This design comes from an exercise in tuning for small area, a short achievable clock period and few clock cycles per item on the open sky130 flow, not from production work.
Where RTL was checked, it was by simulation tests only, not by an equivalence proof against the original.
No functional check of the RTL was part of runs 1, 5 and 6.
No activity file was given, so power comes from the tool's default toggle rates.

`standard.sh`:
```
#!/bin/bash
# synth_recipe.tcl (not shown) runs the flow's synth.tcl, then flattens the netlist and writes it again
# the make line also repeats each setting of config.mk as NAME=value (left out here)
make -C /OpenROAD-flow-scripts/flow DESIGN_CONFIG=/design/flow/config.mk WORK_HOME=/design/flow/orfs CLKGATE_MAP_FILE= SYNTH_SCRIPT=/design/flow/synth_recipe.tcl "${@:-finish}"
```
`constraint.sdc`:
```
create_clock -name core_clock -period 12.0 [get_ports {clk}]
set_input_delay 2.4000 -clock core_clock [delete_from_list [all_inputs] [get_ports {clk}]]
set_output_delay 2.4000 -clock core_clock [all_outputs]
set_load 0.01 [all_outputs]
```
`flow/run.sh`:
```
#!/bin/bash
# Standard ORFS layout (the standard.sh) with stronger timing repair:
# a larger setup repair target, sizing not limited to same-footprint cells,
# and plain buffers on the ports instead of delay buffers.
set -euo pipefail
bash standard.sh finish \
  SETUP_SLACK_MARGIN=6.5 \
  MATCH_CELL_FOOTPRINT=0 \
  "BUFFER_PORTS_ARGS=-buffer_cell sky130_fd_sc_hd__buf_4" \
  > standard_flow.log 2>&1
```
`design.v`:
```
`timescale 1ns/1ps
module huff_enc_top (
    input  logic        clk,
    input  logic        n_rst,
    input  logic        i_tbl_we,
    input  logic [7:0]  i_tbl_addr,
    input  logic [15:0] i_tbl_code,
    input  logic [4:0]  i_tbl_len,
    input  logic        i_start,
    input  logic        i_wait,
    input  logic [1:0]  i_comp,
    input  logic [31:0] i_data,
    output logic        o_valid,
    output logic [7:0]  o_data,
    output logic        o_done
);
    logic [16:0] dc_tab  [0:8];
    logic [16:0] ac_tab  [0:23];    
    logic [16:0] eob_tab;
    logic [16:0] wval;
    always_comb begin
        for (int i = 0; i < 17; i++) begin
            wval[i] = ((i_tbl_len == 5'(i)) ||
                       ((i < 16) && (i_tbl_len > 5'(i)) && i_tbl_code[i % 16]));
        end
    end
    always_ff @(posedge clk) begin
        if (n_rst && i_tbl_we) begin
            for (int c = 0; c < 9; c++)
                if (i_tbl_addr == 8'(c)) dc_tab[c] <= wval;
            for (int r = 0; r < 3; r++)
                for (int s = 1; s <= 8; s++)
                    if (i_tbl_addr == 8'(8'h40 | (r << 4) | s)) ac_tab[8*r + s - 1] <= wval;
            if (i_tbl_addr == 8'h80) eob_tab <= wval;
        end
    end
    logic               busy;
    logic               start;
    logic [7:0]         pred [0:2];
    logic [7:0]         psel;
    logic [8:0]         dsel;
    logic [7:0]         damp;
    logic [8:0]         achi  [1:3];
    logic [8:1]         acsz  [1:3];
    logic [7:0]         acamp [1:3];
    logic [3:1]         nz;
    assign start = i_start && !busy && !i_wait;
    always_comb begin
        case (i_comp)
            2'd0:    psel = pred[0];
            2'd1:    psel = pred[1];
            2'd2:    psel = pred[2];
            default: psel = '0;
        endcase
        for (int k = 1; k < 4; k++) begin
            achi[k][8] = 1'b0;
            for (int b = 7; b >= 0; b--)
                achi[k][b] = |((i_data[8*k +: 8] ^ {8{i_data[8*k + 7]}}) & (8'hff << b)) |
                             (i_data[8*k + 7] && ((i_data[8*k +: 8] & ((8'd1 << b) - 8'd1)) == 8'd0));
            nz[k] = achi[k][0];
            for (int sz = 1; sz < 9; sz++) acsz[k][sz] = achi[k][sz-1] & !achi[k][sz];
            for (int b = 0; b < 8; b++)
                acamp[k][b] = (i_data[8*k + b] ^ (i_data[8*k + 7] &&
                               ((i_data[8*k +: 8] & ((8'd1 << b) - 8'd1)) == 8'd0))) & achi[k][b];
        end
    end
    huff_dc_cat u_dc (
        .i_v    (i_data[7:0]),
        .i_p    (psel),
        .o_sel  (dsel),
        .o_amp  (damp)
    );
    always_ff @(posedge clk) begin
        if (!n_rst) begin
            pred[0] <= '0;
            pred[1] <= '0;
            pred[2] <= '0;
        end else if (start) begin
            if (i_comp == 2'd0) pred[0] <= i_data[7:0];
            if (i_comp == 2'd1) pred[1] <= i_data[7:0];
            if (i_comp == 2'd2) pred[2] <= i_data[7:0];
        end
    end
    logic [24:0] fs_dc;
    always_comb begin
        fs_dc = 25'(damp);
        for (int c = 0; c < 9; c++)
            if (dsel[c]) fs_dc = fs_dc | (25'(dc_tab[c]) << c);
    end
    logic [2:0]  rem;           
    logic [2:0]  rem_next;
    logic        nxt2, nxt3, nxte;
    logic [23:0] asel;          
    logic        esel;
    logic [7:0]  s_amp;
    logic [24:0] fs_ac;
    always_comb begin
        nxt2 = rem[0];
        nxt3 = !rem[0] && rem[1];
        nxte = !rem[0] && !rem[1] && rem[2];
        for (int sz = 1; sz < 9; sz++) begin
            if (!busy) begin
                asel[sz - 1]      = acsz[1][sz];
                asel[8 + sz - 1]  = !nz[1] && acsz[2][sz];
                asel[16 + sz - 1] = !nz[1] && !nz[2] && acsz[3][sz];
            end else begin
                asel[sz - 1]      = (nxt2 && acsz[2][sz]) || (nxt3 && nz[2] && acsz[3][sz]);
                asel[8 + sz - 1]  = nxt3 && !nz[2] && acsz[3][sz];
                asel[16 + sz - 1] = 1'b0;
            end
        end
        if (!busy) begin
            esel     = !nz[1] && !nz[2] && !nz[3];
            s_amp    = acamp[1] | (nz[1] ? 8'h00 : (acamp[2] | (nz[2] ? 8'h00 : acamp[3])));
            if (nz[1])      rem_next = {!nz[3], nz[3], nz[2]};
            else if (nz[2]) rem_next = {!nz[3], nz[3], 1'b0};
            else            rem_next = 3'b000;
        end else begin
            esel     = nxte;
            s_amp    = (nxt2 ? acamp[2] : 8'h00) | (nxt3 ? acamp[3] : 8'h00);
            rem_next = nxt2 ? {rem[2:1], 1'b0} : 3'b000;
            if (nxt3) rem_next = {rem[2], 2'b00};
        end
        fs_ac = 25'(s_amp);
        for (int e = 0; e < 24; e++)
            if (asel[e]) fs_ac = fs_ac | (25'(ac_tab[e]) << (e % 8 + 1));
        if (esel) fs_ac = fs_ac | 25'(eob_tab);
    end
    logic [24:0] a_q, p_q;
    logic [25:0] ga, gp;
    logic [24:0] oha, ohp;
    logic [7:0]  galo;
    logic [2:0]  nalo;
    logic [4:0]  np;
    logic [7:0]  a_l8, p_l8, amask, pmask;
    logic [8:0]  pbeyond_v;
    logic [7:0]  p_sh, pm_sh;
    logic        pbeyond;
    logic        ge8, more, pempty;
    logic [31:0] w, x;
    logic [32:0] gx;
    logic [31:0] ohx;
    logic [24:0] x_drop, a_d;
    logic        emit, fin, emit_y;
    logic [7:0]  validm;
    function automatic logic [7:0] top8(input logic [24:0] x);
        logic [25:16] gh;
        logic [16:8]  gm;
        logic [8:0]   gl;
        logic [7:0]   eh, em, el;
        gh[25] = 1'b0;
        for (int i = 24; i >= 16; i--) gh[i] = |(x[24:16] & (9'h1ff << (i - 16)));
        gm[16] = 1'b0;
        for (int i = 15; i >= 8; i--) gm[i] = |(x[15:8] & (8'hff << (i - 8)));
        gl[8] = 1'b0;
        for (int i = 7; i >= 0; i--) gl[i] = |(x[7:0] & (8'hff << i));
        eh = '0;
        em = '0;
        el = '0;
        for (int k = 0; k < 8; k++) begin
            for (int i = 16; i < 25; i++)
                eh[k] = eh[k] | (x[i] & !gh[i+1] & x[i - 8 + k]);
            for (int i = 8; i < 16; i++)
                em[k] = em[k] | (x[i] & !gm[i+1] & x[i - 8 + k]);
            for (int i = 1; i < 8; i++)
                if (i - 8 + k >= 0) el[k] = el[k] | (x[i] & !gl[i+1] & x[(i - 8 + k) % 25]);
        end
        if (gh[16])      top8 = eh;
        else if (gm[8])  top8 = em;
        else             top8 = el;
    endfunction
    always_comb begin
        ga[25] = 1'b0;
        gp[25] = 1'b0;
        for (int i = 24; i >= 0; i--) begin
            ga[i] = |(a_q & (25'h1ffffff << i));
            gp[i] = |(p_q & (25'h1ffffff << i));
        end
        for (int i = 0; i < 25; i++) begin
            oha[i] = a_q[i] & !ga[i+1];
            ohp[i] = p_q[i] & !gp[i+1];
        end
        a_l8 = top8(a_q);
        p_l8 = top8(p_q);
        for (int k = 0; k < 8; k++) begin
            amask[k] = ga[8 - k];
            pmask[k] = gp[8 - k];
        end
        pbeyond_v = gp[9:1];
        galo[7] = a_q[7];
        for (int i = 6; i >= 0; i--) galo[i] = |(a_q[7:0] & (8'hff << i));
        nalo = '0;
        for (int i = 0; i < 8; i++)
            if (galo[i] && !((i < 7) ? galo[(i + 1) % 8] : 1'b0)) nalo = nalo | 3'(i);
        np = '0;
        for (int i = 0; i < 25; i++)
            if (ohp[i]) np = np | 5'(i);
        p_sh    = p_l8 >> nalo;
        pm_sh   = pmask >> nalo;
        pbeyond = pbeyond_v[8 - nalo];
        ge8    = ga[8];
        more   = (rem != 3'b000);
        pempty = !gp[1];
        validm = amask | pm_sh;
        emit_y = validm[0];
        if (ge8) begin
            emit = 1'b1;
            fin  = !ga[9] && pempty && !more;
        end else begin
            emit = emit_y || !more;
            fin  = !more && !pbeyond;
        end
        w = (32'(a_q[7:0]) << np) | 32'(p_q & ~ohp);
        x = ge8 ? 32'(a_q) : w;
        gx[32] = 1'b0;
        for (int i = 31; i >= 0; i--) gx[i] = |(x & (32'hffffffff << i));
        for (int i = 0; i < 32; i++) ohx[i] = x[i] & !gx[i+1];
        for (int j = 0; j < 25; j++)
            x_drop[j] = (x[j] & ((j + 9 < 33) ? gx[(j + 9) % 33] : 1'b0)) |
                        ((j + 8 < 32) ? ohx[(j + 8) % 32] : 1'b0);
        a_d = (ge8 || emit_y) ? x_drop : x[24:0];
    end
    huff_out_gate u_gate (
        .i_busy  (busy),
        .i_wait  (i_wait),
        .i_emit  (emit),
        .i_fin   (fin),
        .o_valid (o_valid),
        .o_done  (o_done)
    );
    assign o_data  = ge8 ? a_l8 : ((a_l8 | p_sh) | (more ? 8'h00 : ~validm));
    always_ff @(posedge clk) begin
        if (!n_rst) begin
            busy <= 1'b0;
        end else if (start) begin
            busy <= 1'b1;
        end else if (busy && !i_wait && fin) begin
            busy <= 1'b0;
        end
    end
    always_ff @(posedge clk) begin
        if (start) begin
            a_q <= fs_dc;
            p_q <= fs_ac;
            rem <= rem_next;
        end else if (busy && !i_wait) begin
            a_q <= a_d;
            if (!ge8) begin
                p_q <= more ? fs_ac : 25'd1;
                rem <= rem_next;
            end
        end
    end
endmodule
module huff_out_gate (
    input  logic i_busy,
    input  logic i_wait,
    input  logic i_emit,
    input  logic i_fin,
    output logic o_valid,
    output logic o_done
);
    assign o_valid = i_busy && !i_wait && i_emit;
    assign o_done  = i_busy && !i_wait && i_fin;
endmodule
module huff_dc_cat (
    input  logic [7:0] i_v,
    input  logic [7:0] i_p,
    output logic [8:0] o_sel,
    output logic [7:0] o_amp
);
    logic [8:0] sum, sm1, u;
    logic [8:0] thm;
    always_comb begin
        sum = {i_v[7], i_v} - {i_p[7], i_p};
        sm1 = {i_v[7], i_v} + ~{i_p[7], i_p};
        u = sum[8] ? ~sm1 : sum;
        thm[8] = 1'b0;
        for (int b = 7; b >= 0; b--) thm[b] = |(u[7:0] & (8'hff << b));
        for (int b = 0; b < 8; b++) o_amp[b] = (sum[8] ? sm1[b] : sum[b]) & thm[b];
        o_sel[0] = !thm[0];
        for (int c = 1; c < 9; c++) o_sel[c] = thm[c-1] & !thm[c];
    end
endmodule
```
`config.mk`:
```
export PLATFORM = sky130hd
export DESIGN_NAME = huff_enc_top
export DESIGN_NICKNAME = huff_enc_top
export VERILOG_FILES = /design/flow/design.v
export SDC_FILE = /design/flow/constraint.sdc
export NUM_CORES = 4
export LEC_CHECK = 0
export ABC_AREA = 1
export CAP_MARGIN = 20
export CORE_MARGIN = 2
export CORE_UTILIZATION = 55
export CTS_CLUSTER_DIAMETER = 300
export CTS_CLUSTER_SIZE = 22
export SLEW_MARGIN = 20
export SYNTH_HIERARCHICAL = 1
```
==> impl_metrics.py, run 1 <==
metrics = {
    "status": {
        "run_status": "no timing/DRC/antenna violations",
    },
    "min_path": {
        "whs_path_depth": 2,
        "hold_path_class": "flop to flop",
        "hp-start": "pred[2][7]",
    },
    "sta": {
        "worst_slew_pin_slew_ns": 1.20,
        "finalSetupViolCount": 0,
        "finalCritPeriodShare": 0.484,
        "hold_viol": 0,
        "period_minus_slack_ns": 5.81,
        "slew_headroom": 0.202,
        "clock_skew_ns": 0.0278,
        "fmax_mhz": 172,
        "worst_slack_ns": 6.19,
        "slew_violations": 0,
        "rsz0062_at_grt": "yes",
        "hold_ws_ns": 0.491,
        "finalSetupTns_ns": 0,
    },
    "clock_tree": {
        "cts_tree": "built",
        "clock_path_buffers": 3,
        "root_buffer": "clkbuf_16",
        "clkLatencyLatePin_ns": 0.60,
        "cts.sinks": 656,
        "cts_made_buffers": 35,
        "h-tree-depth": 2,
        "clk_pin_slew_worst_paths_ns": 0.11,
    },
    "floorplan": {
        "die_x_um": 247,
        "start_util": 0.553,
        "core_area_sq_mm": 0.0587,
        "num_io_pins": 78,
        "die_area_sq_mm": 0.0610,
        "die_h_um": 247,
        "num_rows": 89,
    },
    "placement": {
        "placed_cells": 4035,
        "dpl_cell_area_sq_mm": 0.0342,
        "dp_slack_ns": 5.16,
        "gp_congestion": 0.994,
        "io_buffers": 77,
        "place_hpwl_um": 73400,
    },
    "power_and_ir_drop": {
        "p_leak_nw": 13.7,
        "design_power_total_mw": 4.66,
        "ir_drop_uv": 147,
        "power-per-cell-area_mw_per_mm2": 123,
    },
    "critical_path": {
        "reg2reg_from": "p_q[12]",
        "critical_path_depth": 16,
        "cpMaxStageDelayCell": "edfxtp_1",
        "crit_top_cell": "buf_4",
        "crit_path_start_kind": "flop",
        "r2r_cells": 21,
        "worstPathArrival_ns": 3.41,
        "crit_type": "flop to output pin",
        "critPathRequiredTime_ns": 9.60,
        "crit_fanout": 5,
        "crit_family": "simple AND/OR/NAND/NOR gates",
        "critical_path.max_stage_delay_ns": 0.51,
        "path_cells": "buf_4, buf_4, inv_2, nand3_1, nor2_4, nand3_4, nor2_4, nand4_1, nand2_1, a31oi_1, o21ai_1, a21oi_2, a21oi_2, inv_1, nor2_2, buf_4",
        "r2r_slack_ns": 7.33,
        "end_kind": "output pin",
        "cp-startpoint": "p_q[19]",
        "critPathBufInv": 5,
    },
    "drt": {
        "viasPerCell": 6.49,
        "drtIter0Drc": 3491,
        "routed_wirelength_um": 115000,
        "firstDrtPassIters": 6,
        "post_drt_wl_per_cell_um": 26.8,
        "vias": 27800,
        "drc_errors": 0,
        "ant_nets": 0,
    },
    "final_layout": {
        "finalNonFillerCells": 4282,
        "drive_gt1_frac": 0.200,
        "nets": 3577,
        "num-fill-cells": 4670,
        "finish.utilization": 0.644,
        "area_growth_pct": 16.3,
        "stdcell_area_sq_mm": 0.0378,
    },
    "synth": {
        "synthFlopType": "edfxtp_1",
        "netlist_instances": 3221,
        "ys_ff_latch": 656,
        "synth-seq-area-share": 0.599,
        "synth.net_count": 3304,
        "ys_async_sr_fraction": 0,
        "syn_area_sq_mm": 0.0325,
        "ys_types": 67,
        "synth_warnings": 14,
        "syn_avg_cell_area_sq_um": 10.1,
        "synth_edf_count": 631,
    },
    "job": {
        "maxCapViolCount": 0,
    },
    "global_route": {
        "grt_max_degree": 36,
        "first_global_vias": 26200,
        "antenna_found_initial": 4,
        "grtUsageTotal": 0.371,
        "grt_pass1_wl_um": 167000,
        "grt_overflow_total": 0,
    },
}
-- per-module statistics from Yosys (local to each module, per instance) --
module / cells / cell area [sq um] / flip-flops and latches
huff_out_gate: 6 / 22.5 / 0
huff_enc_top: 3000 / 31300 / 656
huff_dc_cat: 215 / 1200 / 0
-- cells by family (layout without fill, tap and decap cells) --
| kind of cell | count (synthesis) | after routing | synth area share |
|---|---|---|---|
| flops | 656 | 656 | 0.599 |
| other cells | 0 | 3 | 0 |
| fa+ha+maj | 15 | 15 | 0.00624 |
| compound gates | 627 | 627 | 0.133 |
| xor+xnor | 19 | 19 | 0.00512 |
| buf+inv | 439 | 722 | 0.0551 |
| simple gates | 1465 | 1467 | 0.201 |
-- per-layer routing --
metal | wire length, um | share of wire | global-route usage
met1 | 43000 | 0.38 | 0.499
met2 | 54000 | 0.47 | 0.603
met3 | 11700 | 0.10 | 0.0460
met4 | 5830 | 0.051 | 0.170
met5 | 13 | 0.00011 | 0
-- cell usage after synthesis, drive strengths merged (12+ instances only) --
library cell,instances,area (sq um)
a211oi,29,218
a21oi,122,633
a221oi,70,613
a22o,83,727
a22oi,24,180
buf,49,323
clkbuf,60,226
clkinv,16,60.1
dfxtp,25,500
edfxtp,631,18900
ha,13,163
inv,314,1180
nand2,761,2970
nand3,244,1310
nand4,76,488
nor2,334,1460
nor3,37,223
o2111ai,23,201
o211ai,19,143
o21ai,138,694
o221ai,25,219
o22ai,44,288
xor2,12,105
-- report_power, final --
part | total, mW | internal [mW] | switching (mW) | leakage [nW]
Combinational | 0.818 | 0.270 | 0.547 | 7.65
Clock | 1.27 | 0.567 | 0.705 | 0.480
Sequential | 2.57 | 2.54 | 0.0292 | 5.57
Total | 4.66 | 3.38 | 1.28 | 13.7
-- sequential cells by signal, summed over array words and instances (netlist names) --
signal   count
a_q         25
p_q         25
rem          3
pred        24
eob_tab     17
ac_tab     408
dc_tab     153
busy         1
-- repair_timing --
item / 4_1_cts / 5_1_grt
resized for setup: 173 / 111
setup endpoints to repair: 40 / 43
pin swaps: 36 / 49
endpoints found under the hold margin: 0 / 0
hold buffers: 0 / 0
cloned: 4 / 1
setup buffers: 123 / 67
-- worst min-delay path, stage by stage, from the launching register on --
cell and delay (ns):
dfxtp_1 0.32, nor2_1 0.09, nor2_1 0.05
-- cell type report --
class | instances | area, sq um | area share
multi-input combinational | 2128 | 12200 | 0.324
timing repair inverter | 1 | 5.00 | 0.000132
antenna | 3 | 7.51 | 0.000199
clock buffer | 45 | 913 | 0.0242
inverter | 330 | 1330 | 0.0351
clock inverter | 4 | 85.1 | 0.00225
sequential | 656 | 19400 | 0.515
tap | 773 | 967 | 0.0256
timing repair buffer | 342 | 2770 | 0.0734
-- path summary, 6_finish.rpt --
| path | to |
|---|---|
| worst max-delay path | o_done |
| worst max register to register | a_q[9] |
| worst min register to register | pred[2][7] |
| worst min-delay path | pred[2][7] |
-- cells in the final DEF, fill, tap and decap left out, types with 23 or more instances in the layout --
| cell | netlist | final |
|---|---|---|
| a221oi_1 | 70 | 57 |
| a21oi_1 | 118 | 108 |
| a211oi_1 | 29 | 23 |
| nand2_1 | 727 | 705 |
| nand3_1 | 230 | 218 |
| o21ai_1 | 15 | 31 |
| dfxtp_1 | 25 | 25 |
| nor2_4 | 16 | 35 |
| o22ai_1 | 42 | 42 |
| a22oi_1 | 24 | 24 |
| edfxtp_1 | 631 | 631 |
| nor2_1 | 294 | 260 |
| inv_1 | 296 | 261 |
| inv_2 | 17 | 38 |
| clkbuf_16 | 0 | 36 |
| buf_6 | 8 | 25 |
| buf_4 | 7 | 307 |
| nand4_1 | 74 | 74 |
| a22o_1 | 83 | 83 |
| nor2_2 | 22 | 38 |
| o21ai_0 | 122 | 94 |
| nand2_2 | 28 | 40 |
==> run 2, diff against run 1 <==
--- a/design.v
+++ b/design.v
@@ -131,6 +131,7 @@
     logic [24:0] oha, ohp;
     logic [7:0]  galo;
     logic [2:0]  nalo;
+    logic [7:0]  ohalo;
     logic [4:0]  np;
     logic [7:0]  a_l8, p_l8, amask, pmask;
     logic [8:0]  pbeyond_v;
@@ -195,9 +196,18 @@
         np = '0;
         for (int i = 0; i < 25; i++)
             if (ohp[i]) np = np | 5'(i);
-        p_sh    = p_l8 >> nalo;
-        pm_sh   = pmask >> nalo;
-        pbeyond = pbeyond_v[8 - nalo];
+        for (int i = 0; i < 8; i++)
+            ohalo[i] = a_q[i] & !((i < 7) ? galo[(i + 1) % 8] : 1'b0);
+        p_sh    = '0;
+        pm_sh   = '0;
+        pbeyond = 1'b0;
+        for (int i = 0; i < 8; i++) begin
+            for (int k = 0; k + i < 8; k++) begin
+                p_sh[k]  = p_sh[k]  | (ohalo[i] & p_l8[(k + i) % 8]);
+                pm_sh[k] = pm_sh[k] | (ohalo[i] & pmask[(k + i) % 8]);
+            end
+            pbeyond = pbeyond | (ohalo[i] & pbeyond_v[8 - i]);
+        end
         ge8    = ga[8];
         more   = (rem != 3'b000);
         pempty = !gp[1];
--- a/config.mk
+++ b/config.mk
@@ -13,3 +13,4 @@
 export CTS_CLUSTER_SIZE = 22
 export SLEW_MARGIN = 20
 export SYNTH_HIERARCHICAL = 1
+export TNS_END_PERCENT = 30
==> run 2 against run 1 <==
  * Clock power about the same
  * Area after synthesis about the same
  * Total power down 0.64%
  * Wire length up 2.1%
  * Critical path depth down 1
  * Non-clock buffer count up 17
==> impl_metrics.py, run 2 <==
metrics = {
    "status": {
        "run_status": "no timing/DRC/antenna violations",
    },
    "drt": {
        "vias": 27800,
        "post_drt_wl_per_cell_um": 27.4,
        "wl_met1_um": 41800,
        "firstDrtPassIters": 9,
        "drtIter0Drc": 3797,
        "routed_wirelength_um": 117000,
        "met3_length_um": 12300,
        "viasPerCell": 6.51,
        "topRoutingLayerUsed": "met5",
        "ant_nets": 0,
        "dr_wl_met2_um": 56100,
        "drc_errors": 0,
    },
    "sta": {
        "worst_slew_pin_slew_ns": 1.15,
        "slew_violations": 0,
        "finalCritPeriodShare": 0.481,
        "clock_skew_ns": 0.0378,
        "finalSetupTns_ns": 0,
        "period_minus_slack_ns": 5.77,
        "finalSetupViolCount": 0,
        "slew_headroom": 0.230,
        "rsz0062_at_grt": "yes",
        "hold_viol": 0,
        "fmax_mhz": 173,
    },
    "final_layout": {
        "finish.utilization": 0.651,
        "largest-register": "ac_tab",
        "layout_common_cells": "nand2_1 (661), edfxtp_1 (631), buf_4 (328)",
        "largest_register_ffs": 408,
        "drive_gt1_frac": 0.217,
        "nets": 3573,
        "diodes": 0,
        "reg.largest.list": "ac_tab (408), dc_tab (153)",
        "area_growth_pct": 17.7,
        "layout_commonest_cell": "nand2_1",
    },
    "synth": {
        "synth_top_area_frac": 0.584,
        "syn_avg_cell_area_sq_um": 10.2,
        "netlist_instances": 3198,
        "synth.area.top_cells": "edfxtp_1 (58%), nand2_1 (8.0%), nor2_1 (3.8%)",
        "synth_warnings": 14,
        "synthFlopType": "edfxtp_1",
        "synth-seq-area-share": 0.599,
        "synth.net_count": 3280,
        "syn_area_sq_mm": 0.0325,
        "synth.most_common_cell": "nand2_1",
        "netlist_top_cells_count": "nand2_1 (689), edfxtp_1 (631), nor2_1 (325)",
        "ys_async_sr_fraction": 0,
        "synth_top_area_cell": "edfxtp_1",
        "ys_types": 67,
        "synth_edf_count": 631,
        "ys_ff_latch": 656,
    },
    "min_path": {
        "hold_path_class": "flop to flop",
        "hp-start": "pred[0][1]",
        "whs_path_depth": 2,
    },
    "floorplan": {
        "die_x_um": 247,
        "num_rows": 89,
        "core_area_sq_mm": 0.0587,
        "die_h_um": 247,
        "start_util": 0.553,
        "num_io_pins": 78,
        "die_area_sq_mm": 0.0610,
    },
    "critical_path": {
        "crit_family": "buffers and inverters",
        "cpMaxStageDelayCell": "edfxtp_1",
        "critical_path.max_stage_delay_ns": 0.56,
        "critPathBufInv": 6,
        "crit_path_start_kind": "flop",
        "path_cells": "clkinvlp_4, buf_6, nand3_4, nor3_2, buf_4, clkinvlp_4, o211ai_1, a21oi_2, nand3_4, clkinvlp_4, nand2_1, o211ai_1, nor4_2, o21bai_1, buf_4",
        "r2r_slack_ns": 7.53,
        "cp-startpoint": "a_q[2]",
        "crit_type": "flop to output pin",
        "crit_fanout": 3,
        "r2r_cells": 12,
        "crit_top_cell": "clkinvlp_4",
        "worstPathArrival_ns": 3.37,
        "critPathRequiredTime_ns": 9.60,
        "critical_path_depth": 15,
        "reg2reg_from": "busy",
        "end_kind": "output pin",
    },
    "clock_tree": {
        "clkLatencyLatePin_ns": 0.61,
        "hold_buffers": 0,
        "clk_pin_slew_worst_paths_ns": 0.11,
        "cts.sinks": 656,
        "root_buffer": "clkbuf_16",
        "h-tree-depth": 2,
        "cts_tree": "built",
        "cts_made_buffers": 35,
        "clock_path_buffers": 3,
    },
    "power_and_ir_drop": {
        "ir_drop_uv": 161,
        "design_power_total_mw": 4.63,
        "p_leak_nw": 13.9,
        "power-per-cell-area_mw_per_mm2": 121,
    },
    "global_route": {
        "grt_max_degree": 41,
        "antenna_found_initial": 3,
        "grt_overflow_total": 0,
        "grt_pass1_wl_um": 171000,
        "grtUsageTotal": 0.382,
        "first_global_vias": 26600,
    },
    "placement": {
        "place_hpwl_um": 75100,
        "io_buffers": 77,
        "gp_congestion": 1.03,
    },
    "job": {
        "maxCapViolCount": 0,
    },
}
==> run 2: cell count changes after synthesis, moves of 12 or more <==
| cell | delta |
|---|---|
| nor2_1 | +31 |
| a221oi_1 | +12 |
| o21ai_0 | -22 |
| nand3_1 | -21 |
| a22oi_1 | +15 |
| a211oi_1 | -12 |
| nand2_1 | -38 |
==> run 2: worst reg2reg max path, delay by kind of cell (launching register included) <==
| kind | cells | cell delay (ns) |
|---|---|---|
| flip-flops | 1 | 0.33 |
| AO/OA/AOI/OAI | 1 | 0.28 |
| buffers and inverters | 5 | 1.43 |
| AND/OR/NAND/NOR | 6 | 2.17 |
==> run 2: per-stage QoR <==
step           setup WS [ns]  hold slack [ns]  std cells  area (sq um)
2_1_floorplan           6.38            0.455       3198         32600
3_3_place_gp            5.00            0.480       4024         34300
3_5_place_dp            4.91            0.482       4025         34300
4_1_cts                 6.32            0.500       4221         37300
5_1_grt                 6.17            0.526       4272         38200
6_report                6.23            0.501       4272         38200
==> run 2: path summary, 6_finish.rpt <==
| check | to |
|---|---|
| worst max register to register | p_q[17] |
| worst min register to register | pred[0][1] |
| worst max-delay path | o_data[0] |
| worst min-delay path | pred[0][1] |
==> run 2: repair_timing <==
item	CTS	global route
buffers inserted	145	48
resized for setup	218	103
pin swaps	63	52
endpoints found under the setup margin	46	43
cloned	6	2
==> run 2: metal layers <==
| metal | GRT usage | up-vias |
|---|---|---|
| met4 | 0.193 | 6 |
| met2 | 0.639 | 1905 |
| met3 | 0.0581 | 385 |
| met1 | 0.485 | 13400 |
| li1 | - | 12100 |
| met5 | 0 | - |
==> run 2: logic make-up after synthesis <==
family	count (synthesis)	synth area share
and+or+nand+nor	1450	0.200
adders and majority gates	14	0.00586
DFF	656	0.599
buffers and inverters	433	0.0543
xor gates and xnor gates	17	0.00459
AOI/OAI and AO/OA	628	0.136
==> run 2: power by group <==
part	internal (mW)	leakage [nW]	total, mW	switching (mW)
combinational	0.260	7.87	0.792	0.531
clock	0.562	0.475	1.27	0.709
sequential	2.54	5.56	2.57	0.0266
total	3.36	13.9	4.63	1.27
==> run 2: Yosys stat by module (local to each module, per instance) <==
| module | copies in the design | flops+latches | cell area (sq um) |
|---|---|---|---|
| huff_enc_top | 1 | 656 | 31300 |
| huff_dc_cat | 1 | 0 | 1200 |
| huff_out_gate | 1 | 0 | 22.5 |
==> run 2: layout make-up <==
cell class	count	area, sq um
multi-input combinational	2113	12600
inverter	325	1340
tap	773	967
timing repair buffer	359	2890
clock inverter	4	85.1
sequential	656	19400
fill	4526	20500
timing repair inverter	1	5.00
clock buffer	41	898
Testbench counts of run 2, summed over its fixed seeds: cycles 9,294, blocks 2,400.
==> run 3, diff against run 2 <==
--- a/config.mk
+++ b/config.mk
@@ -13,4 +13,3 @@
 export CTS_CLUSTER_SIZE = 22
 export SLEW_MARGIN = 20
 export SYNTH_HIERARCHICAL = 1
-export TNS_END_PERCENT = 30
==> run 3 against run 2 <==
  * Combinational power grew 4.4%
  * Sequential power barely moved
  * Critical path depth down 1
  * Still clean
  * Critical path type unchanged
  * Wire length rose by 1.8%
  * Worst hold slack lost 0.00067 ns
  * Total power is 0.27% higher
  * Area after synthesis unchanged
  * Die area unchanged
==> impl_metrics.py, run 3 <==
metrics = {
    "clock_tree": {
        "clk_pin_slew_worst_paths_ns": 0.11,
        "hold_buffers": 0,
        "cts_tree": "built",
        "cts.sinks": 656,
        "h-tree-depth": 2,
        "clkLatencyLatePin_ns": 0.58,
        "clock_path_buffers": 3,
        "root_buffer": "clkbuf_16",
        "cts_made_buffers": 35,
    },
    "final_layout": {
        "finish.utilization": 0.660,
        "layout_common_cells": "nand2_1 (657), edfxtp_1 (631), buf_4 (360)",
        "layout_commonest_cell": "nand2_1",
        "largest_register_ffs": 408,
        "nets": 3613,
        "area_growth_pct": 19.3,
        "reg.largest.list": "ac_tab (408), dc_tab (153)",
        "num-fill-cells": 4546,
        "largest-register": "ac_tab",
        "drive_gt1_frac": 0.235,
    },
    "critical_path": {
        "critPathBufInv": 6,
        "path_cells": "buf_4, nor2_1, nand2_1, nor3_2, buf_4, buf_4, clkinvlp_4, o22ai_2, a2111oi_1, buf_4, o221ai_1, nand2_1, nand4_1, buf_4",
        "critPathRequiredTime_ns": 9.60,
        "crit_top_cell": "buf_4",
        "end_kind": "output pin",
        "reg2reg_from": "busy",
        "critical_path.max_stage_delay_ns": 0.55,
        "crit_fanout": 7,
        "crit_path_start_kind": "flop",
        "crit_family": "buffers and inverters",
        "cp-startpoint": "a_q[6]",
        "crit_type": "flop to output pin",
        "cpMaxStageDelayCell": "edfxtp_1",
        "worstPathArrival_ns": 3.18,
    },
    "floorplan": {
        "die_x_um": 247,
        "start_util": 0.553,
        "die_area_sq_mm": 0.0610,
        "core_area_sq_mm": 0.0587,
        "num_rows": 89,
        "num_io_pins": 78,
        "die_h_um": 247,
    },
    "power_and_ir_drop": {
        "p_leak_nw": 14.2,
        "power-per-cell-area_mw_per_mm2": 120,
        "design_power_total_mw": 4.64,
        "ir_drop_uv": 133,
    },
    "job": {
        "maxCapViolCount": 0,
    },
    "synth": {
        "synth.net_count": 3280,
        "netlist_instances": 3198,
        "synth.most_common_cell": "nand2_1",
        "netlist_top_cells_count": "nand2_1 (689), edfxtp_1 (631), nor2_1 (325)",
        "ys_async_sr_fraction": 0,
        "synth_top_area_cell": "edfxtp_1",
        "synth-seq-area-share": 0.599,
        "ys_types": 67,
        "synth.area.top_cells": "edfxtp_1 (58%), nand2_1 (8.0%), nor2_1 (3.8%)",
        "syn_area_sq_mm": 0.0325,
        "synth_warnings": 14,
        "synthFlopType": "edfxtp_1",
        "ys_ff_latch": 656,
        "synth_edf_count": 631,
        "syn_avg_cell_area_sq_um": 10.2,
        "synth_top_area_frac": 0.584,
    },
    "sta": {
        "finalSetupTns_ns": 0,
        "worst_slew_pin_slew_ns": 1.22,
        "finalSetupViolCount": 0,
        "clock_skew_ns": 0.0293,
        "slew_violations": 0,
        "period_minus_slack_ns": 5.58,
        "hold_viol": 0,
        "slew_headroom": 0.187,
        "finalCritPeriodShare": 0.465,
        "rsz0062_at_grt": "yes",
        "worst_slack_ns": 6.42,
        "fmax_mhz": 179,
    },
    "drt": {
        "firstDrtPassIters": 8,
        "drc_errors": 0,
        "vias": 28200,
        "ant_nets": 0,
        "viasPerCell": 6.53,
        "post_drt_wl_per_cell_um": 27.6,
        "routed_wirelength_um": 119000,
        "drtIter0Drc": 3796,
    },
    "placement": {
        "place_hpwl_um": 75100,
        "io_buffers": 77,
        "gp_congestion": 1.01,
        "dp_slack_ns": 4.91,
    },
    "global_route": {
        "antenna_found_initial": 5,
        "first_global_vias": 26500,
        "grt_overflow_total": 0,
        "grt_pass1_wl_um": 171000,
        "grt_max_degree": 41,
        "grtUsageTotal": 0.382,
    },
    "status": {
        "run_status": "no timing/DRC/antenna violations",
    },
    "min_path": {
        "hp-start": "pred[1][0]",
        "hold_path_class": "flop to flop",
    },
}
[run 3: cell counts after synthesis]
No cell type changed its count.
[run 3: worst paths after layout]
| kind | cells past startpoint | slack, ns | endpoint |
|---|---|---|---|
| setup / recovery | 14 | 6.42 | o_data[6] |
| hold / removal | 2 | 0.50 | pred[1][0] |
| setup reg to reg | 14 | 7.20 | p_q[14] |
| hold reg to reg | 2 | 0.50 | pred[1][0] |
[run 3: cell families (layout without fill, tap and decap cells)]
family / count (synthesis) / in the layout / synth area share
buffers and inverters: 433 / 768 / 0.0543
xor gates and xnor gates: 17 / 17 / 0.00459
and+or+nand+nor: 1450 / 1455 / 0.200
DFF: 656 / 656 / 0.599
adders and majority gates: 14 / 14 / 0.00586
other: 0 / 2 / 0
AOI/OAI and AO/OA: 628 / 628 / 0.136
[run 3: power breakdown]
group	total, mW	internal [mW]	leakage (nW)	switching, mW
Sequential	2.57	2.54	5.56	0.0265
Clock	1.25	0.556	0.458	0.693
Combinational	0.827	0.277	8.17	0.550
Total	4.64	3.37	14.2	1.27
[run 3: Yosys stat by module, one instance, submodules excluded]
| module | flip-flops and latches | area, sq um |
|---|---|---|
| huff_enc_top | 656 | 31300 |
| huff_dc_cat | 0 | 1200 |
| huff_out_gate | 0 | 22.5 |
[run 3: layout make-up]
type / count / area [sq um] / share of cell area
inverter: 325 / 1370 / 0.0354
multi-input combinational: 2114 / 12800 / 0.330
sequential: 656 / 19400 / 0.502
clock buffer: 42 / 902 / 0.0233
timing repair inverter: 2 / 16.3 / 0.000420
antenna: 2 / 5.00 / 0.000129
clock inverter: 2 / 38.8 / 0.00100
tap: 773 / 967 / 0.0250
timing repair buffer: 397 / 3210 / 0.0829
[run 3: layer usage]
| layer | wire length [um] | GRT usage | vias to the layer above |
|---|---|---|---|
| met5 | 36 | 0 | - |
| li1 | - | - | 12200 |
| met4 | 7480 | 0.191 | 6 |
| met2 | 56500 | 0.633 | 1996 |
| met1 | 42500 | 0.485 | 13500 |
| met3 | 12700 | 0.0645 | 462 |
[run 3: timing repair]
| action | 4_1_cts | 5_1_grt |
|---|---|---|
| gates resized for setup | 182 | 198 |
| gates cloned | 6 | 4 |
| endpoints found under the setup margin | 42 | 39 |
| pin swaps | 47 | 84 |
| setup buffers | 142 | 88 |
[run 3: worst min-delay path: stages, from the launching register on]
cell and delay, ns:
dfxtp_1 0.34, nor2_1 0.05, nor2_1 0.08
[run 3: through the flow]
step | std cells | hold slack (ns) | cell area [sq um]
final | 4313 | 0.500 | 38700
after global placement | 4026 | 0.476 | 34300
after CTS | 4219 | 0.502 | 37200
after global routing | 4311 | 0.515 | 38700
after floorplan | 3198 | 0.455 | 32600
after detailed placement | 4027 | 0.478 | 34400
==> run 4, diff against run 3 <==
--- a/flow/run.sh
+++ b/flow/run.sh
@@ -4,7 +4,7 @@
 # and plain buffers on the ports instead of delay buffers.
 set -euo pipefail
 bash standard.sh finish \
-  SETUP_SLACK_MARGIN=6.5 \
+  SETUP_SLACK_MARGIN=6.2 \
   MATCH_CELL_FOOTPRINT=0 \
   "BUFFER_PORTS_ARGS=-buffer_cell sky130_fd_sc_hd__buf_4" \
   > standard_flow.log 2>&1
==> run 4 against run 3 <==
  * Worst hold slack got worse by 0.0017 ns
  * Total power decreased by 1.4%
  * Sequential cell count unchanged
  * Sequential power about the same
  * Final area decreased by 3.8%
  * First-iteration DRC count decreased by 9.3%
  * Wire length decreased by 3.2%
  * Die area unchanged
  * Clock power about the same
  * Global-route usage decreased by 0.66 points
  * Synthesized cell count unchanged
  * Non-clock buffer count decreased by 88
  * Critical path type unchanged
  * Largest cell class unchanged
  * Highest routed layer unchanged
==> impl_metrics.py, run 4 <==
metrics = {
    "floorplan": {
        "start_util": 0.553,
        "die_h_um": 247,
        "die_x_um": 247,
        "die_area_sq_mm": 0.0610,
        "num_rows": 89,
        "core_area_sq_mm": 0.0587,
        "num_io_pins": 78,
    },
    "critical_path": {
        "reg2reg_from": "busy",
        "end_kind": "output pin",
        "crit_top_cell": "buf_4",
        "critical_path.max_stage_delay_ns": 0.58,
        "crit_family": "buffers and inverters",
        "critPathBufInv": 5,
        "r2r_slack_ns": 7.59,
        "crit_fanout": 8,
        "r2r_cells": 16,
        "crit_path_start_kind": "flop",
        "rr_endpoint": "p_q[11]",
        "path_cells": "clkinvlp_4, buf_4, nor2_4, inv_1, o21ai_0, a221oi_4, nand3_4, inv_6, nand2_1, o211ai_1, nor4_2, o21bai_1, buf_4",
        "cpMaxStageDelayCell": "edfxtp_1",
        "crit_type": "flop to output pin",
        "critPathRequiredTime_ns": 9.60,
        "worstPathArrival_ns": 3.37,
    },
    "synth": {
        "synth_edf_count": 631,
        "syn_area_sq_mm": 0.0325,
        "ys_ff_latch": 656,
        "synth-seq-area-share": 0.599,
        "syn_avg_cell_area_sq_um": 10.2,
        "synth_warnings": 14,
        "netlist_top_cells_count": "nand2_1 (689), edfxtp_1 (631), nor2_1 (325)",
        "ys_async_sr_fraction": 0,
        "synth_top_area_cell": "edfxtp_1",
        "synthFlopType": "edfxtp_1",
        "ys_types": 67,
        "synth.area.top_cells": "edfxtp_1 (58%), nand2_1 (8.0%), nor2_1 (3.8%)",
        "synth.most_common_cell": "nand2_1",
        "synth.net_count": 3280,
        "netlist_instances": 3198,
        "synth_top_area_frac": 0.584,
    },
    "sta": {
        "finalSetupViolCount": 0,
        "hold_viol": 0,
        "finalCritPeriodShare": 0.480,
        "rsz0062_at_grt": "yes",
        "worst_slack_ns": 6.23,
        "worst_slew_pin_slew_ns": 1.11,
        "finalSetupTns_ns": 0,
        "fmax_mhz": 173,
        "slew_headroom": 0.258,
        "clock_skew_ns": 0.0409,
        "slew_violations": 0,
        "period_minus_slack_ns": 5.77,
    },
    "drt": {
        "ant_nets": 0,
        "post_drt_wl_per_cell_um": 27.3,
        "firstDrtPassIters": 6,
        "drc_errors": 0,
        "vias": 27400,
        "drtIter0Drc": 3444,
        "viasPerCell": 6.49,
        "routed_wirelength_um": 115000,
    },
    "power_and_ir_drop": {
        "power_frac_seq": 0.562,
        "p_sw_frac": 0.270,
        "power-per-cell-area_mw_per_mm2": 123,
        "p_leak_nw": 13.5,
        "comb_power_share": 0.165,
        "p_int_mw": 3.34,
        "ir_drop_uv": 136,
        "net-switching-power_mw": 1.24,
        "clkPwrFrac": 0.273,
    },
    "final_layout": {
        "drive_gt1_frac": 0.186,
        "layout_commonest_cell": "nand2_1",
        "layout_common_cells": "nand2_1 (669), edfxtp_1 (631), buf_4 (296)",
        "largest_register_ffs": 408,
        "num-fill-cells": 4696,
        "reg.largest.list": "ac_tab (408), dc_tab (153)",
        "finish.utilization": 0.635,
        "ff_latch_area_sq_mm": 0.0194,
        "largest-register": "ac_tab",
        "finalNonFillerCells": 4223,
        "area_growth_pct": 14.8,
        "multi_input_area_sq_mm": 0.0122,
        "nets": 3522,
    },
    "global_route": {
        "grt_overflow_total": 0,
        "first_global_vias": 26000,
        "top_usage_layer": "met2",
        "grtUsageTotal": 0.375,
        "use_met1": 0.483,
        "met2_usage": 0.620,
        "grt_pass1_wl_um": 168000,
        "antenna_found_initial": 5,
        "grt_max_degree": 41,
        "grtUsageMet3": 0.0639,
    },
    "clock_tree": {
        "cts.sinks": 656,
        "clock_path_buffers": 3,
        "root_buffer": "clkbuf_16",
        "clk_pin_slew_worst_paths_ns": 0.10,
        "h-tree-depth": 2,
        "clkLatencyLatePin_ns": 0.59,
        "cts_made_buffers": 35,
        "cts_tree": "built",
    },
    "min_path": {
        "hold_end": "pred[0][3]",
        "hold_path_class": "flop to flop",
        "hp-start": "pred[0][3]",
        "whs_path_depth": 2,
    },
    "placement": {
        "io_buffers": 77,
        "place_hpwl_um": 75500,
        "placed_cells": 4026,
        "gp_congestion": 1.00,
        "dp_slack_ns": 4.44,
    },
    "job": {
        "maxCapViolCount": 0,
    },
    "status": {
        "run_status": "no timing/DRC/antenna violations",
    },
}
run 4: final cells by class:
| class | instances | area share |
|---|---|---|
| Antenna cell | 3 | 0.000201 |
| Clock buffer | 42 | 0.0242 |
| Clock inverter | 2 | 0.00104 |
| Inverter | 325 | 0.0346 |
| Multi-Input combinational cell | 2112 | 0.327 |
| Sequential cell | 656 | 0.522 |
| Tap cell | 773 | 0.0259 |
| Timing Repair Buffer | 309 | 0.0650 |
| Timing Repair inverter | 1 | 0.000134 |
run 4: worst max path at each step:
stage / from / to / slack [ns] / cells after the start
2_1_floorplan: i_comp[0] / a_q[8] / 6.24 / 28
3_3_place_gp: i_comp[1] / a_q[8] / 4.62 / 26
3_5_place_dp: i_comp[1] / a_q[10] / 4.44 / 26
4_1_cts: a_q[22] / o_data[0] / 6.05 / 18
5_1_grt: i_comp[0] / a_q[10] / 6.13 / 29
6_report: a_q[5] / o_data[0] / 6.23 / 13
run 4: power by group through the flow:
stage | registers [mW] | logic [mW] | clock network (mW)
finish | 2.57 | 0.756 | 1.25
global route | 2.57 | 0.807 | 1.33
CTS | 2.57 | 0.696 | 1.26
detailed placement | 2.63 | 0.639 | 0
global placement | 2.63 | 0.633 | 0
floorplan | 2.61 | 0.413 | 0
run 4: kinds of logic (layout without fill, tap and decap cells):
| family | after synthesis | in the layout | synth area share |
|---|---|---|---|
| compound gates | 628 | 628 | 0.136 |
| xor+xnor | 17 | 17 | 0.00459 |
| fa+ha+maj | 14 | 14 | 0.00586 |
| buf+inv | 433 | 679 | 0.0543 |
| flops | 656 | 656 | 0.599 |
| other cells | 0 | 3 | 0 |
| simple gates | 1450 | 1453 | 0.200 |
run 4: timing repair:
item / CTS / global route
buffers inserted: 63 / 81
hold buffers: 0 / 0
endpoints found under the hold margin: 0 / 0
pin swaps: 16 / 43
resized for setup: 101 / 127
gates cloned: 2 / 3
endpoints found under the setup margin: 35 / 35
run 4: stage by stage:
stage,power (mW),hold slack [ns],area [sq um]
2_1_floorplan,3.02,0.455,32500
3_3_place_gp,3.27,0.478,34300
5_1_grt,4.71,0.525,37300
4_1_cts,4.52,0.498,36100
6_report,4.58,0.498,37300
3_5_place_dp,3.27,0.483,34300
run 4: layer usage:
layer	vias to the layer above	part of all wire
met3	347	0.10
met2	1748	0.48
met1	13300	0.37
li1	12000	-
met4	8	0.054
met5	-	0.00036
run 4: worst register-to-register path, stage by stage (launching register included):
cell	delay, ns
dfxtp_1	0.32
buf_4	0.27
clkinv_1	0.58
nand3_1	0.60
nor2_1	0.08
buf_4	0.27
nand3_1	0.25
inv_1	0.28
buf_4	0.29
nand2_1	0.08
nand2_1	0.06
a221oi_1	0.24
nand4_1	0.20
nor2_1	0.32
nand3_1	0.20
nand2_1	0.10
inv_1	0.04
run 4: Yosys stat by module (local to each module, per instance):
module         cell area (sq um)  times used  flops+latches
huff_enc_top               31300           1            656
huff_dc_cat                 1200           1              0
huff_out_gate               22.5           1              0
==> run 5, diff against run 4 <==
--- a/design.v
+++ b/design.v
@@ -223,7 +223,7 @@
         w = (32'(a_q[7:0]) << np) | 32'(p_q & ~ohp);
         x = ge8 ? 32'(a_q) : w;
         gx[32] = 1'b0;
-        for (int i = 31; i >= 0; i--) gx[i] = |(x & (32'hffffffff << i));
+        for (int i = 31; i >= 0; i--) gx[i] = gx[i+1] | x[i];
         for (int i = 0; i < 32; i++) ohx[i] = x[i] & !gx[i+1];
         for (int j = 0; j < 25; j++)
             x_drop[j] = (x[j] & ((j + 9 < 33) ? gx[(j + 9) % 33] : 1'b0)) |
==> run 5 against run 4 <==
  * Still clean
  * Clock power rose by 3%
  * Sequential power barely moved
  * Largest power group unchanged
  * Total power rose by 0.60%
  * Critical endpoint is now o_data[2]
  * Largest cell class unchanged
==> impl_metrics.py, run 5 <==
metrics = {
    "floorplan": {
        "die_h_um": 247,
        "num_rows": 88,
        "die_area_sq_mm": 0.0608,
        "die_x_um": 247,
        "num_io_pins": 78,
        "start_util": 0.558,
        "core_area_sq_mm": 0.0579,
    },
    "critical_path": {
        "crit_top_cell": "o21ai_0",
        "crit_type": "flop to output pin",
        "crit_family": "simple AND/OR/NAND/NOR gates",
        "path_cells": "buf_4, nor2_1, inv_1, nor3_1, nand3_2, inv_2, a221oi_1, o21ai_0, nor2_1, o21ai_0, o21ai_0, nor4_1, o21ai_0, buf_4",
        "crit_fanout": 9,
        "critPathBufInv": 4,
        "end_kind": "output pin",
        "critical_path.max_stage_delay_ns": 0.52,
        "crit_path_start_kind": "flop",
        "cpMaxStageDelayCell": "edfxtp_1",
        "worstPathArrival_ns": 3.56,
        "critPathRequiredTime_ns": 9.60,
        "r2r_slack_ns": 7.69,
    },
    "drt": {
        "routed_wirelength_um": 112000,
        "post_drt_wl_per_cell_um": 26.9,
        "ant_nets": 0,
        "vias": 27300,
        "drc_errors": 0,
        "firstDrtPassIters": 6,
        "viasPerCell": 6.54,
        "drtIter0Drc": 3511,
    },
    "synth": {
        "ys_ff_latch": 656,
        "synth_edf_count": 631,
        "netlist_instances": 3172,
        "synth_warnings": 14,
        "synth-seq-area-share": 0.601,
        "synth_top_area_frac": 0.586,
        "syn_area_sq_mm": 0.0323,
        "syn_avg_cell_area_sq_um": 10.2,
        "synthFlopType": "edfxtp_1",
        "synth.net_count": 3254,
        "synth.area.top_cells": "edfxtp_1 (59%), nand2_1 (7.5%), nor2_1 (3.8%)",
        "ys_async_sr_fraction": 0,
        "synth_top_area_cell": "edfxtp_1",
        "synth.most_common_cell": "nand2_1",
        "netlist_top_cells_count": "nand2_1 (644), edfxtp_1 (631), nor2_1 (325)",
        "ys_types": 75,
    },
    "final_layout": {
        "nets": 3481,
        "stdcell_area_sq_mm": 0.0369,
        "finalNonFillerCells": 4178,
        "largest_register_ffs": 408,
        "largest-register": "ac_tab",
        "drive_gt1_frac": 0.179,
        "layout_common_cells": "edfxtp_1 (631), nand2_1 (624), nor2_1 (292)",
        "reg.largest.list": "ac_tab (408), dc_tab (153)",
        "finish.utilization": 0.637,
        "layout_commonest_cell": "edfxtp_1",
        "area_growth_pct": 14.1,
    },
    "sta": {
        "rsz0062_at_grt": "yes",
        "hold_ws_ns": 0.501,
        "clock_skew_ns": 0.0219,
        "worst_slew_pin_slew_ns": 1.09,
        "fmax_mhz": 168,
        "finalCritPeriodShare": 0.497,
        "hold_viol": 0,
        "finalSetupTns_ns": 0,
        "slew_violations": 0,
        "period_minus_slack_ns": 5.96,
        "slew_headroom": 0.271,
        "finalSetupViolCount": 0,
    },
    "clock_tree": {
        "cts_tree": "built",
        "cts_made_buffers": 35,
        "clock_path_buffers": 3,
        "hold_buffers": 0,
        "clk_pin_slew_worst_paths_ns": 0.09,
        "clkLatencyLatePin_ns": 0.59,
        "root_buffer": "clkbuf_16",
        "cts.sinks": 656,
        "h-tree-depth": 2,
    },
    "global_route": {
        "first_global_vias": 25600,
        "grtUsageTotal": 0.364,
        "antenna_found_initial": 3,
        "grt_max_degree": 35,
        "grt_overflow_total": 0,
        "grt_pass1_wl_um": 163000,
    },
    "job": {
        "maxCapViolCount": 0,
    },
    "status": {
        "run_status": "no timing/DRC/antenna violations",
    },
    "power_and_ir_drop": {
        "ir_drop_uv": 160,
        "p_leak_nw": 13.3,
        "power-per-cell-area_mw_per_mm2": 125,
    },
    "min_path": {
        "hold_path_class": "flop to flop",
    },
    "placement": {
        "gp_congestion": 0.998,
        "place_hpwl_um": 73800,
        "dpl_cell_area_sq_mm": 0.0340,
        "placed_cells": 3983,
        "io_buffers": 77,
    },
}
[run 5: path summary, 6_finish.rpt]
check                                start         end  cells after the start
worst max-delay path                a_q[5]   o_data[2]                     14
worst min register to register  pred[0][0]  pred[0][0]                      2
worst max register to register        busy     p_q[12]                     12
worst min-delay path            pred[0][0]  pred[0][0]                      2
[run 5: per-stage QoR]
step / power (mW) / setup WS (ns)
after floorplan: 3.02 / 6.24
after global placement: 3.27 / 4.83
after detailed placement: 3.27 / 4.62
after CTS: 4.55 / 6.04
after global routing: 4.74 / 5.81
final: 4.61 / 6.04
[run 5: per-module statistics from Yosys (local to each module, per instance)]
module         flip-flops and latches  times used  cell area, sq um
huff_dc_cat                         0           1              1200
huff_enc_top                      656           1             31100
huff_out_gate                       0           1              22.5
[run 5: tightest hold or removal path, stage by stage (launching register included)]
cell	delay (ns)
dfxtp_1	0.32
nor2_1	0.09
nor2_1	0.05
[run 5: power by group]
group | switching [mW] | leakage, nW | internal (mW)
Combinational | 0.511 | 7.23 | 0.236
Clock | 0.700 | 0.493 | 0.591
Sequential | 0.0280 | 5.56 | 2.54
Total | 1.24 | 13.3 | 3.37
[run 5: final cells by class]
cell class | count | area [sq um]
flip-flops and latches | 656 | 19400
diodes | 1 | 2.50
multi-input cells | 2081 | 11900
repair buffers | 293 | 2290
clock inverters | 2 | 50.0
clock buffers | 48 | 967
well taps | 765 | 957
inverters | 332 | 1310
fillers | 4668 | 21000
[run 5: repair_timing]
action | 4_1_cts | 5_1_grt
buffers inserted | 53 | 86
resized for setup | 84 | 111
endpoints found under the setup margin | 34 | 31
gates cloned | 1 | 2
pin swaps | 22 | 39
hold endpoints to repair | 0 | 0
[run 5: layer usage]
layer  routed length [um]  track usage  part of all wire  up-vias
met4                 6100        0.162             0.054        6
met3                12200       0.0531              0.11      344
li1                     -            -                 -    11900
met1                41100        0.483              0.37    13100
met2                53000        0.596              0.47     1995
met5                   39            0           0.00035        -
[run 5: cells by family after synthesis]
group,after synthesis,share of synthesized area
AO/OA/AOI/OAI,655,0.141
adder cells (fa/ha/maj),14,0.00588
AND/OR/NAND/NOR,1393,0.191
flip-flops,656,0.601
buffers and inverters,437,0.0561
XOR/XNOR,17,0.00460
==> run 6, diff against run 5 <==
--- a/design.v
+++ b/design.v
@@ -223,7 +223,7 @@
         w = (32'(a_q[7:0]) << np) | 32'(p_q & ~ohp);
         x = ge8 ? 32'(a_q) : w;
         gx[32] = 1'b0;
-        for (int i = 31; i >= 0; i--) gx[i] = gx[i+1] | x[i];
+        for (int i = 31; i >= 0; i--) gx[i] = |(x & (32'hffffffff << i));
         for (int i = 0; i < 32; i++) ohx[i] = x[i] & !gx[i+1];
         for (int j = 0; j < 25; j++)
             x_drop[j] = (x[j] & ((j + 9 < 33) ? gx[(j + 9) % 33] : 1'b0)) |
@@ -248,17 +248,31 @@
             busy <= 1'b0;
         end
     end
+    logic [24:0] a_nx, p_nx, p_new;
+    assign p_new = more ? fs_ac : 25'd1;
+    huff_hold #(.W(25)) u_ahold (
+        .i_busy (busy),
+        .i_hold (i_wait),
+        .i_q    (a_q),
+        .i_d0   (fs_dc),
+        .i_d1   (a_d),
+        .o_d    (a_nx)
+    );
+    huff_hold #(.W(25)) u_phold (
+        .i_busy (busy),
+        .i_hold (i_wait || ge8),
+        .i_q    (p_q),
+        .i_d0   (fs_ac),
+        .i_d1   (p_new),
+        .o_d    (p_nx)
+    );
     always_ff @(posedge clk) begin
+        a_q <= a_nx;
+        p_q <= p_nx;
         if (start) begin
-            a_q <= fs_dc;
-            p_q <= fs_ac;
             rem <= rem_next;
-        end else if (busy && !i_wait) begin
-            a_q <= a_d;
-            if (!ge8) begin
-                p_q <= more ? fs_ac : 25'd1;
-                rem <= rem_next;
-            end
+        end else if (busy && !i_wait && !ge8) begin
+            rem <= rem_next;
         end
     end
 endmodule
@@ -292,3 +306,15 @@
         for (int c = 1; c < 9; c++) o_sel[c] = thm[c-1] & !thm[c];
     end
 endmodule
+module huff_hold #(
+    parameter int W = 25
+) (
+    input  logic         i_busy,
+    input  logic         i_hold,
+    input  logic [W-1:0] i_q,
+    input  logic [W-1:0] i_d0,
+    input  logic [W-1:0] i_d1,
+    output logic [W-1:0] o_d
+);
+    assign o_d = !i_busy ? i_d0 : (i_hold ? i_q : i_d1);
+endmodule
--- a/flow/run.sh
+++ b/flow/run.sh
@@ -4,7 +4,7 @@
 # and plain buffers on the ports instead of delay buffers.
 set -euo pipefail
 bash standard.sh finish \
-  SETUP_SLACK_MARGIN=6.2 \
+  SETUP_SLACK_MARGIN=6.5 \
   MATCH_CELL_FOOTPRINT=0 \
   "BUFFER_PORTS_ARGS=-buffer_cell sky130_fd_sc_hd__buf_4" \
   > standard_flow.log 2>&1
==> run 6 against run 5 <==
  * Still clean
  * Worst hold slack better by 0.0011 ns
  * Total power increased by 22%
  * Count of clock-buffer cells in the layout shrank 1
==> impl_metrics.py, run 6 <==
metrics = {
    "status": {
        "run_status": "no timing/DRC/antenna violations",
    },
    "clock_tree": {
        "cts_made_buffers": 35,
        "cts.sinks": 656,
        "clock_path_buffers": 3,
        "cts_tree": "built",
        "clk_pin_slew_worst_paths_ns": 0.09,
        "clkLatencyLatePin_ns": 0.59,
        "h-tree-depth": 2,
        "hold_buffers": 0,
        "root_buffer": "clkbuf_16",
    },
    "synth": {
        "ys_types": 68,
        "synth.most_common_cell": "nand2_1",
        "ys_ff_latch": 656,
        "synth_warnings": 14,
        "synth_top_area_cell": "edfxtp_1",
        "netlist_instances": 3692,
        "syn_area_sq_mm": 0.0338,
        "syn_avg_cell_area_sq_um": 9.14,
        "synth_edf_count": 581,
        "netlist_top_cells_count": "nand2_1 (967), edfxtp_1 (581), inv_1 (433)",
        "synth.net_count": 3774,
        "synth-seq-area-share": 0.561,
        "ys_async_sr_fraction": 0,
        "synthFlopType": "edfxtp_1",
        "synth_top_area_frac": 0.517,
        "synth.area.top_cells": "edfxtp_1 (52%), nand2_1 (11%), inv_1 (4.8%)",
    },
    "power_and_ir_drop": {
        "ir_drop_uv": 172,
        "p_leak_nw": 15.1,
        "power-per-cell-area_mw_per_mm2": 143,
        "design_power_total_mw": 5.62,
    },
    "critical_path": {
        "critPathRequiredTime_ns": 9.60,
        "crit_path_start_kind": "flop",
        "crit_fanout": 8,
        "worstPathArrival_ns": 3.33,
        "end_kind": "output pin",
        "crit_type": "flop to output pin",
    },
    "drt": {
        "drtIter0Drc": 3897,
        "routed_wirelength_um": 121000,
        "vias": 29700,
        "post_drt_wl_per_cell_um": 25.5,
        "firstDrtPassIters": 8,
        "drc_errors": 0,
        "viasPerCell": 6.27,
        "ant_nets": 0,
    },
    "placement": {
        "placed_cells": 4493,
        "dp_slack_ns": 4.91,
        "dpl_cell_area_sq_mm": 0.0354,
        "io_buffers": 77,
        "gp_congestion": 1.03,
        "place_hpwl_um": 78200,
    },
    "floorplan": {
        "die_h_um": 252,
        "core_area_sq_mm": 0.0605,
        "num_io_pins": 78,
        "die_x_um": 252,
        "die_area_sq_mm": 0.0634,
        "num_rows": 90,
        "start_util": 0.558,
    },
    "job": {
        "maxCapViolCount": 0,
    },
    "final_layout": {
        "finish.utilization": 0.650,
        "layout_common_cells": "nand2_1 (930), edfxtp_1 (581), inv_1 (389)",
        "reg.largest.list": "ac_tab (408), dc_tab (153)",
        "largest-register": "ac_tab",
        "stdcell_area_sq_mm": 0.0393,
        "largest_register_ffs": 408,
        "layout_commonest_cell": "nand2_1",
        "nets": 4018,
        "finalNonFillerCells": 4733,
        "area_growth_pct": 16.4,
        "drive_gt1_frac": 0.202,
    },
    "sta": {
        "rsz0062_at_grt": "yes",
        "slew_headroom": 0.186,
        "finalSetupViolCount": 0,
        "worst_slew_pin_slew_ns": 1.22,
        "hold_viol": 0,
        "period_minus_slack_ns": 5.73,
        "slew_violations": 0,
        "finalCritPeriodShare": 0.478,
        "hold_ws_ns": 0.502,
        "fmax_mhz": 174,
        "finalSetupTns_ns": 0,
        "worst_slack_ns": 6.27,
        "clock_skew_ns": 0.0161,
    },
    "global_route": {
        "antenna_found_initial": 2,
        "grt_pass1_wl_um": 177000,
        "first_global_vias": 28300,
        "grt_max_degree": 51,
        "grtUsageTotal": 0.374,
        "grt_overflow_total": 0,
    },
    "min_path": {
        "hold_path_class": "flop to flop",
    },
}
[run 6: layout make-up]
cell class	count	area [sq um]
multi-input combinational	2451	13700
tap	782	978
antenna	2	5.00
fill	4908	21200
inverter	456	1850
sequential	656	19100
timing repair buffer	335	2690
clock inverter	3	58.8
clock buffer	47	921
timing repair inverter	1	5.00
[run 6: repair_timing]
action,CTS,global route
setup endpoints to repair,49,49
resized for setup,215,186
pin swaps,51,79
buffers inserted,103,78
cloned,5,2
[run 6: logic make-up after synthesis]
kind of cell | share of synthesized area
AND/OR/NAND/NOR | 0.234
adder cells (fa/ha/maj) | 0.00563
other | 0.000111
AO/OA/AOI/OAI | 0.122
flip-flops | 0.561
XOR/XNOR | 0.00441
buffers and inverters | 0.0723
[run 6: worst paths after layout]
kind / end / cells past startpoint / slack, ns / start
worst max-delay path: o_data[7] / 10 / 6.27 / a_q[8]
worst min-delay path: pred[1][2] / 2 / 0.50 / pred[1][2]
worst max register to register: p_q[16] / 17 / 7.62 / busy
worst min register to register: pred[1][2] / 2 / 0.50 / pred[1][2]
[run 6: power breakdown]
part           total [mW]  internal [mW]  leakage (nW)  switching, mW
logic                1.64          0.540          9.09           1.10
registers            2.71           2.56          5.53          0.157
clock network        1.27          0.567         0.474          0.702
total                5.62           3.66          15.1           1.96
[run 6: per-layer routing]
metal,vias up,wire [um],global-route usage
li1,13300,-,-
met1,14300,44800,0.479
met2,1762,56900,0.615
met3,367,11600,0.0530
met4,2,7530,0.209
met5,-,9,0
[run 6: worst max-delay path, stage by stage (launching register included)]
cell and delay (ns):
dfxtp_1 0.69, inv_1 0.29, nor2_1 0.54, nand2_1 0.11, o2111ai_1 0.15, nor3_1 0.10, a311oi_2 0.33, a2111oi_0 0.12
buf_4 0.18, nand2_1 0.08, buf_4 0.15
[run 6: per-module statistics from Yosys (local to each module, per instance), a selection]
module	cells inside	flip-flops and latches	cell area (sq um)	times used
huff_dc_cat	215	0	1200	1
huff_out_gate	6	0	22.5	1
huff_enc_top	3097	656	31000	1

## afterwards: timing with drivers on the ports
The results above use ideal ports. As a check the final layouts listed here were re-extracted and re-timed, cells and wires unchanged. Step 1: set_driving_cell puts a clkbuf_16 on clk and a buf_2 on each other input, an assumption about the parent block. Step 2 moves the port delays by t, midway between the first and last clock arrival at a register: inputs arrive t later, outputs are due t later. That takes back most of the time a late clock gives input paths. Three values: no drivers, after step 1, after step 2; two values: the first two.
| run | t, ns | slack for setup (ns) | latest minus earliest clock arrival (ns) |
|---|---|---|---|
| run 1 | 0.648 | 6.192 / 6.127 / 5.955 | 0.028 / 0.028 |
| run 2 | 0.646 | 6.229 / 6.167 / 5.699 | 0.044 / 0.044 |
| run 3 | 0.633 | 6.415 / 6.352 / 5.865 | 0.031 / 0.032 |
| run 4 | 0.637 | 6.235 / 6.171 / 5.743 | 0.052 / 0.051 |
| run 5 | 0.643 | 6.039 / 5.974 / 5.645 | 0.022 / 0.022 |
| run 6 | 0.651 | 6.267 / 6.198 / 5.930 | 0.018 / 0.018 |
After both steps every run listed still meets setup and hold. The setup slack of run 3, which loses most, moves by -0.063 ns with the drivers and by -0.550 ns with both steps.
